Background: an optimization exercise with open tools, aiming at small area, a short achievable clock period and few clock cycles per item. Do not read the settings as production practice.
RTL that was checked went through simulation tests only; none was proved equivalent to the original.
Power and IR drop assume default switching activity.

==> module host_regs, before the edit <==
module host_regs (
   input  logic                  clk_in,
   input  logic                  rst_in,
   input  logic                  host_req,
   input  logic                  host_sel,      
   input  logic [(1 + $clog2(8) + $clog2(16))-1:0] host_addr,
   input  logic [(3 * 3)-1:0]  host_wdata,
   input  logic [$clog2(16)-1:0]  ph,            
   output logic                  host_ack,
   output logic                  wr_en,         
   output logic [$clog2(8):0]    wr_ring,       
   output logic [(3 * 3)-1:0]  wr_data,
   output logic                  pend_v,
   output logic                  ctrl_enable,
   output logic [8-1:0] ctrl_unit
);
   logic [$clog2(16)-1:0] pend_slot;    
   logic [$clog2(16)-1:0] host_slot;
   logic [$clog2(16)-1:0] ph_next;
   logic                 idle_q;       
   logic                 take_ctrl;
   logic                 take_pix;
   assign host_slot = {host_addr[$clog2(16)-2:0], host_addr[$clog2(16)-1]};
   assign ph_next   = ph + 1'b1;
   assign take_ctrl = idle_q && host_req && !host_sel;
   assign take_pix  = idle_q && host_req && host_sel && !pend_v;
   always_ff @(posedge clk_in) begin
      if (rst_in) begin
         host_ack    <= 1'b0;
         idle_q      <= 1'b1;
         ctrl_enable <= 1'b0;
         ctrl_unit   <= {{(8-1){1'b0}}, 1'b1};
      end else begin
         if (!idle_q) begin
            host_ack <= host_req;
            idle_q   <= !host_req;
         end else if (take_ctrl || take_pix) begin
            host_ack <= 1'b1;
            idle_q   <= 1'b0;
         end
         if (take_ctrl) begin
            ctrl_enable <= host_wdata[0];
            ctrl_unit   <= host_wdata[(8 + 1)-1:1];
         end
      end
   end
   always_ff @(posedge clk_in) begin
      pend_v <= take_pix || (pend_v && !wr_en);
      wr_en  <= take_pix ? (host_slot == ph_next)
                         : (pend_v && !wr_en && (pend_slot == ph_next));
      if (idle_q && !pend_v) begin
         pend_slot <= host_slot;
         wr_ring   <= host_addr[(1 + $clog2(8) + $clog2(16))-1:$clog2(16)];
         wr_data   <= host_wdata;
      end
   end
endmodule
==> module scan_sequencer, before the edit <==
module scan_sequencer (
   input  logic                  clk_in,
   input  logic                  rst_in,
   input  logic                  enable,
   input  logic                  pend_v,       
   input  logic                  lit_free,     
   input  logic [2:0]            rd_top,
   input  logic [2:0]            rd_bot,
   output logic [$clog2(16)-1:0]  ph,
   output logic [$clog2(8)-1:0]  rd_row,
   output logic [1:0]            rd_plane,
   output logic [1:0]            lat_plane,    
   output logic                  lat_load_n,   
   output logic [2:0]            rgb0,
   output logic [2:0]            rgb1,
   output logic                  led_clk,
   output logic                  led_latch,
   output logic [$clog2(8)-1:0]  hub75_address
);
   localparam logic [1:0] S_IDLE  = 2'd0;    
   localparam logic [1:0] S_SHIFT = 2'd1;    
   localparam logic [1:0] S_DONE  = 2'd2;    
   logic [1:0]           sstate;
   logic                 turn;       
   logic [$clog2(8)-1:0] sh_row;     
   logic [1:0]           sh_plane;
   logic [$clog2(8)-1:0] lat_row;    
   logic                 fresh;      
   logic                 allowed;
   logic                 latch_now;
   logic                 start;
   logic [5:0]           col_q;
   assign rd_row   = sh_row;
   assign rd_plane = sh_plane;
   assign lat_plane = (sh_plane == 2'd0) ? 2'd2 : sh_plane - 1'b1;
   assign lat_row   = ((sh_plane == 2'd2) || (sh_plane == 2'd1 && sstate != S_DONE))
                      ? sh_row : sh_row - 1'b1;
   assign allowed   = (sh_plane != 2'd0) || (enable && !fresh);
   assign latch_now = (sstate == S_DONE) && lit_free;
   assign start     = (ph == '0) && allowed && ((sstate == S_IDLE) || latch_now);
   always_ff @(posedge clk_in) begin
      ph <= ph + 1'b1;
   end
   always_ff @(posedge clk_in) begin
      if (rst_in) begin
         sstate    <= S_IDLE;
         turn      <= 1'b0;
         sh_row    <= '0;
         sh_plane  <= '0;
         led_clk    <= 1'b0;
         led_latch  <= 1'b0;
         lat_load_n <= 1'b1;
         fresh      <= 1'b1;
      end else begin
         led_clk    <= (sstate == S_SHIFT) && ph[0];
         led_latch  <= latch_now;
         lat_load_n <= !latch_now;
         if (!pend_v) fresh <= 1'b0;
         case (sstate)
            S_IDLE: begin
               if (start) begin
                  sstate <= S_SHIFT;
                  turn   <= 1'b0;
               end
            end
            S_SHIFT: begin
               if (ph == '1) begin
                  turn <= 1'b1;
                  if (turn) begin
                     sstate <= S_DONE;
                     if (sh_plane == 2'd2) begin
                        sh_plane <= '0;
                        sh_row   <= sh_row + 1'b1;
                     end else begin
                        sh_plane <= sh_plane + 1'b1;
                     end
                  end
               end
            end
            S_DONE: begin
               if (latch_now) begin
                  sstate <= start ? S_SHIFT : S_IDLE;
                  turn   <= 1'b0;
               end
            end
            default: begin
               sstate <= S_IDLE;
            end
         endcase
      end
   end
   always_ff @(posedge clk_in) begin
      hub75_address <= lat_row;
   end
   always_ff @(posedge clk_in) begin
      col_q <= {rd_bot, rd_top};
      {rgb1, rgb0} <= turn ? {rd_bot, rd_top} : col_q;
   end
endmodule
==> module hub75_output, before the edit <==
module hub75_output (
   input  logic                  clk_in,
   input  logic                  rst_in,
   input  logic                  lat_load_n,   
   input  logic [1:0]            lat_plane,
   input  logic [8-1:0] unit,
   output logic                  lit_free,
   output logic                  led_output_enable
);
   logic [(8 + 3 - 1)-1:0] disp_cnt;
   logic [8-1:0] unit_n;
   logic [8-1:0] unit_q;
   logic [8-1:0] unit_l;
   logic                  lit_n;       
   assign unit_n   = (unit == '0) ? {{(8-1){1'b0}}, 1'b1} : unit;
   assign unit_l   = (lat_plane == 2'd0) ? unit_n : unit_q;
   assign lit_free = lit_n || (disp_cnt == (8 + 3 - 1)'(1));
   always_ff @(posedge clk_in) begin
      if (rst_in) begin
         led_output_enable <= 1'b1;
         lit_n             <= 1'b1;
      end else if (!lat_load_n) begin
         led_output_enable <= 1'b0;
         lit_n             <= 1'b0;
      end else if (disp_cnt == (8 + 3 - 1)'(1)) begin
         led_output_enable <= 1'b1;
         lit_n             <= 1'b1;
      end
   end
   always_ff @(posedge clk_in) begin
      if (!lat_load_n) begin
         disp_cnt <= {{(3-1){1'b0}}, unit_l} << lat_plane;
         if (lat_plane == 2'd0) unit_q <= unit_n;
      end else begin
         disp_cnt <= disp_cnt - 1'b1;
      end
   end
endmodule
clock: 8.0 ns
lec_check: 0
cap_margin: 20
core_margin: 2
core_utilization: 50
cts_buf_list: sky130_fd_sc_hd__clkbuf_16
cts_cluster_diameter: 100
cts_cluster_size: 30
setup_slack_margin: 5
slew_margin: 20
tns_end_percent: 100
standard.sh (not shown) runs the stock make flow with config.mk's settings and CLKGATE_MAP_FILE= SYNTH_SCRIPT=/design/flow/synth_recipe.tcl, a recipe that flattens the netlist after the stock synthesis.
==> flow/flow/run.sh <==
#!/bin/bash
set -euo pipefail
KNOBS="SETUP_SLACK_MARGIN=5.4 MATCH_CELL_FOOTPRINT=0"
bash standard.sh $KNOBS place > make_place.log 2>&1
PLACE_ODB=orfs/results/sky130hd/pov_panel_top/base/3_place.odb \
  openroad -no_init -exit flow/pin_flops.tcl > pin_flops.log 2>&1
bash standard.sh $KNOBS finish > make_finish.log 2>&1
==> flow/flow/pin_flops.tcl <==
# Move the flip-flop behind each output port's buffer next to that buffer,
# then legalise. Reads and rewrites the placed database named in PLACE_ODB.
read_db $::env(PLACE_ODB)
set block [ord::get_db_block]
set moved 0
foreach bterm [$block getBTerms] {
  if {[$bterm getIoType] ne "OUTPUT"} { continue }
  set net [$bterm getNet]
  set buf ""
  foreach it [$net getITerms] {
    if {[$it isOutputSignal]} { set buf [$it getInst] }
  }
  if {$buf eq ""} { continue }
  set in_net ""
  foreach it [$buf getITerms] {
    if {[$it isInputSignal] && [$it getNet] ne "NULL"} { set in_net [$it getNet] }
  }
  if {$in_net eq ""} { continue }
  set ff ""
  foreach it [$in_net getITerms] {
    if {[$it isOutputSignal]} { set ff [$it getInst] }
  }
  if {$ff eq ""} { continue }
  set mname [[$ff getMaster] getName]
  if {![string match "sky130_fd_sc_hd__*df*" $mname]} { continue }
  lassign [$buf getLocation] bx by
  $ff setLocation $bx $by
  $ff setPlacementStatus PLACED
  incr moved
  puts "moved [$ff getName] ($mname) to the buffer of [$bterm getName] at $bx $by"
}
puts "moved $moved flip-flops"
detailed_placement
check_placement -verbose
write_db $::env(PLACE_ODB)
The starting point finished with timing, DRC and antenna clean.
Testbench counts at the start, summed over its fixed seeds: cycles 18,708, lines 192.
Edit:
--- a/flow/design.v
+++ b/flow/design.v
@@ -28,18 +28,17 @@
       if (rst_in) begin
          host_ack    <= 1'b0;
          idle_q      <= 1'b1;
          ctrl_enable <= 1'b0;
          ctrl_unit   <= {{(8-1){1'b0}}, 1'b1};
       end else begin
+         host_ack <= idle_q ? (take_ctrl || take_pix) : host_req;
          if (!idle_q) begin
-            host_ack <= host_req;
-            idle_q   <= !host_req;
+            idle_q <= !host_req;
          end else if (take_ctrl || take_pix) begin
-            host_ack <= 1'b1;
-            idle_q   <= 1'b0;
+            idle_q <= 1'b0;
          end
          if (take_ctrl) begin
             ctrl_enable <= host_wdata[0];
             ctrl_unit   <= host_wdata[(8 + 1)-1:1];
          end
       end
@@ -116,22 +115,26 @@
    output logic                  led_latch,
    output logic [$clog2(8)-1:0]  hub75_address
 );
    localparam logic [1:0] S_IDLE  = 2'd0;    
    localparam logic [1:0] S_SHIFT = 2'd1;    
    localparam logic [1:0] S_DONE  = 2'd2;    
+   localparam logic [1:0] S_TURN2 = 2'd3;    
    logic [1:0]           sstate;
+   logic                 shifting;
    logic                 turn;       
    logic [$clog2(8)-1:0] sh_row;     
    logic [1:0]           sh_plane;
    logic [$clog2(8)-1:0] lat_row;    
    logic                 fresh;      
    logic                 allowed;
    logic                 latch_now;
    logic                 start;
    logic [5:0]           col_q;
+   assign shifting = (sstate == S_SHIFT) || (sstate == S_TURN2);
+   assign turn     = (sstate == S_TURN2);
    assign rd_row   = sh_row;
    assign rd_plane = sh_plane;
    assign lat_plane = (sh_plane == 2'd0) ? 2'd2 : sh_plane - 1'b1;
    assign lat_row   = ((sh_plane == 2'd2) || (sh_plane == 2'd1 && sstate != S_DONE))
                       ? sh_row : sh_row - 1'b1;
    assign allowed   = (sh_plane != 2'd0) || (enable && !fresh);
@@ -140,50 +143,43 @@
    always_ff @(posedge clk_in) begin
       ph <= ph + 1'b1;
    end
    always_ff @(posedge clk_in) begin
       if (rst_in) begin
          sstate    <= S_IDLE;
-         turn      <= 1'b0;
          sh_row    <= '0;
          sh_plane  <= '0;
          led_clk    <= 1'b0;
          led_latch  <= 1'b0;
          lat_load_n <= 1'b1;
          fresh      <= 1'b1;
       end else begin
-         led_clk    <= (sstate == S_SHIFT) && ph[0];
+         led_clk    <= shifting && ph[0];
          led_latch  <= latch_now;
          lat_load_n <= !latch_now;
          if (!pend_v) fresh <= 1'b0;
          case (sstate)
             S_IDLE: begin
-               if (start) begin
-                  sstate <= S_SHIFT;
-                  turn   <= 1'b0;
-               end
+               if (start) sstate <= S_SHIFT;
             end
             S_SHIFT: begin
+               if (ph == '1) sstate <= S_TURN2;
+            end
+            S_TURN2: begin
                if (ph == '1) begin
-                  turn <= 1'b1;
-                  if (turn) begin
-                     sstate <= S_DONE;
-                     if (sh_plane == 2'd2) begin
-                        sh_plane <= '0;
-                        sh_row   <= sh_row + 1'b1;
-                     end else begin
-                        sh_plane <= sh_plane + 1'b1;
-                     end
+                  sstate <= S_DONE;
+                  if (sh_plane == 2'd2) begin
+                     sh_plane <= '0;
+                     sh_row   <= sh_row + 1'b1;
+                  end else begin
+                     sh_plane <= sh_plane + 1'b1;
                   end
                end
             end
             S_DONE: begin
-               if (latch_now) begin
-                  sstate <= start ? S_SHIFT : S_IDLE;
-                  turn   <= 1'b0;
-               end
+               if (latch_now) sstate <= start ? S_SHIFT : S_IDLE;
             end
             default: begin
                sstate <= S_IDLE;
             end
          endcase
       end
@@ -206,26 +202,23 @@
    output logic                  led_output_enable
 );
    logic [(8 + 3 - 1)-1:0] disp_cnt;
    logic [8-1:0] unit_n;
    logic [8-1:0] unit_q;
    logic [8-1:0] unit_l;
-   logic                  lit_n;       
+   logic                  lit_q;       
    assign unit_n   = (unit == '0) ? {{(8-1){1'b0}}, 1'b1} : unit;
    assign unit_l   = (lat_plane == 2'd0) ? unit_n : unit_q;
-   assign lit_free = lit_n || (disp_cnt == (8 + 3 - 1)'(1));
+   assign lit_free = !lit_q || (disp_cnt == (8 + 3 - 1)'(1));
    always_ff @(posedge clk_in) begin
       if (rst_in) begin
          led_output_enable <= 1'b1;
-         lit_n             <= 1'b1;
-      end else if (!lat_load_n) begin
-         led_output_enable <= 1'b0;
-         lit_n             <= 1'b0;
-      end else if (disp_cnt == (8 + 3 - 1)'(1)) begin
-         led_output_enable <= 1'b1;
-         lit_n             <= 1'b1;
+         lit_q             <= 1'b0;
+      end else begin
+         led_output_enable <= lat_load_n && (!lit_q || disp_cnt == (8 + 3 - 1)'(1));
+         lit_q             <= !lat_load_n || (lit_q && disp_cnt != (8 + 3 - 1)'(1));
       end
    end
    always_ff @(posedge clk_in) begin
       if (!lat_load_n) begin
          disp_cnt <= {{(3-1){1'b0}}, unit_l} << lat_plane;
          if (lat_plane == 2'd0) unit_q <= unit_n;
The new run went through all stages and came out clean.
Final area stays flat.
Power went up slightly.
Sequential power stays flat.
Global-route usage went up by 0.36 points.
Register-to-register slack gets worse by 0.04 ns.
Area after synthesis barely changes.
Worst setup slack gets worse by 0.016 ns.
Clock-buffer cell count does not change.
Wire length went up by a few percent.
Worst hold slack gets better by 0.0066 ns.
Fmax went down slightly.
Non-clock buffer count went up by 12.
Function not checked in the second run of this note: the RTL went through the layout flow alone.

[what the ideal ports hide]
No port has a modelled driver above. Below, the same layouts with a new extraction and two added sets of constraints.
Step 1 sets driving cells, clkbuf_16 on the clock port and buf_2 on the other inputs (assumed; they add their load-dependent delay and slew).
Step 2 also shifts input and output timing later by t, the mid clock arrival at the registers, as if the neighbouring blocks saw the same clock.
Three values: ideal ports, drivers, drivers and shift; two values: the first two.
run | t (ns) | setup WS [ns] | worst slew at a driven data input, ns
the first run | 0.722 | 5.276 / 5.212 / 4.966 | 0.03
the second run | 0.746 | 5.260 / 5.194 / 4.802 | 0.04
After both steps setup and hold are still met in every run listed. The setup slack of the second run, which loses most, moves by -0.066 ns with the drivers and by -0.458 ns with both steps.
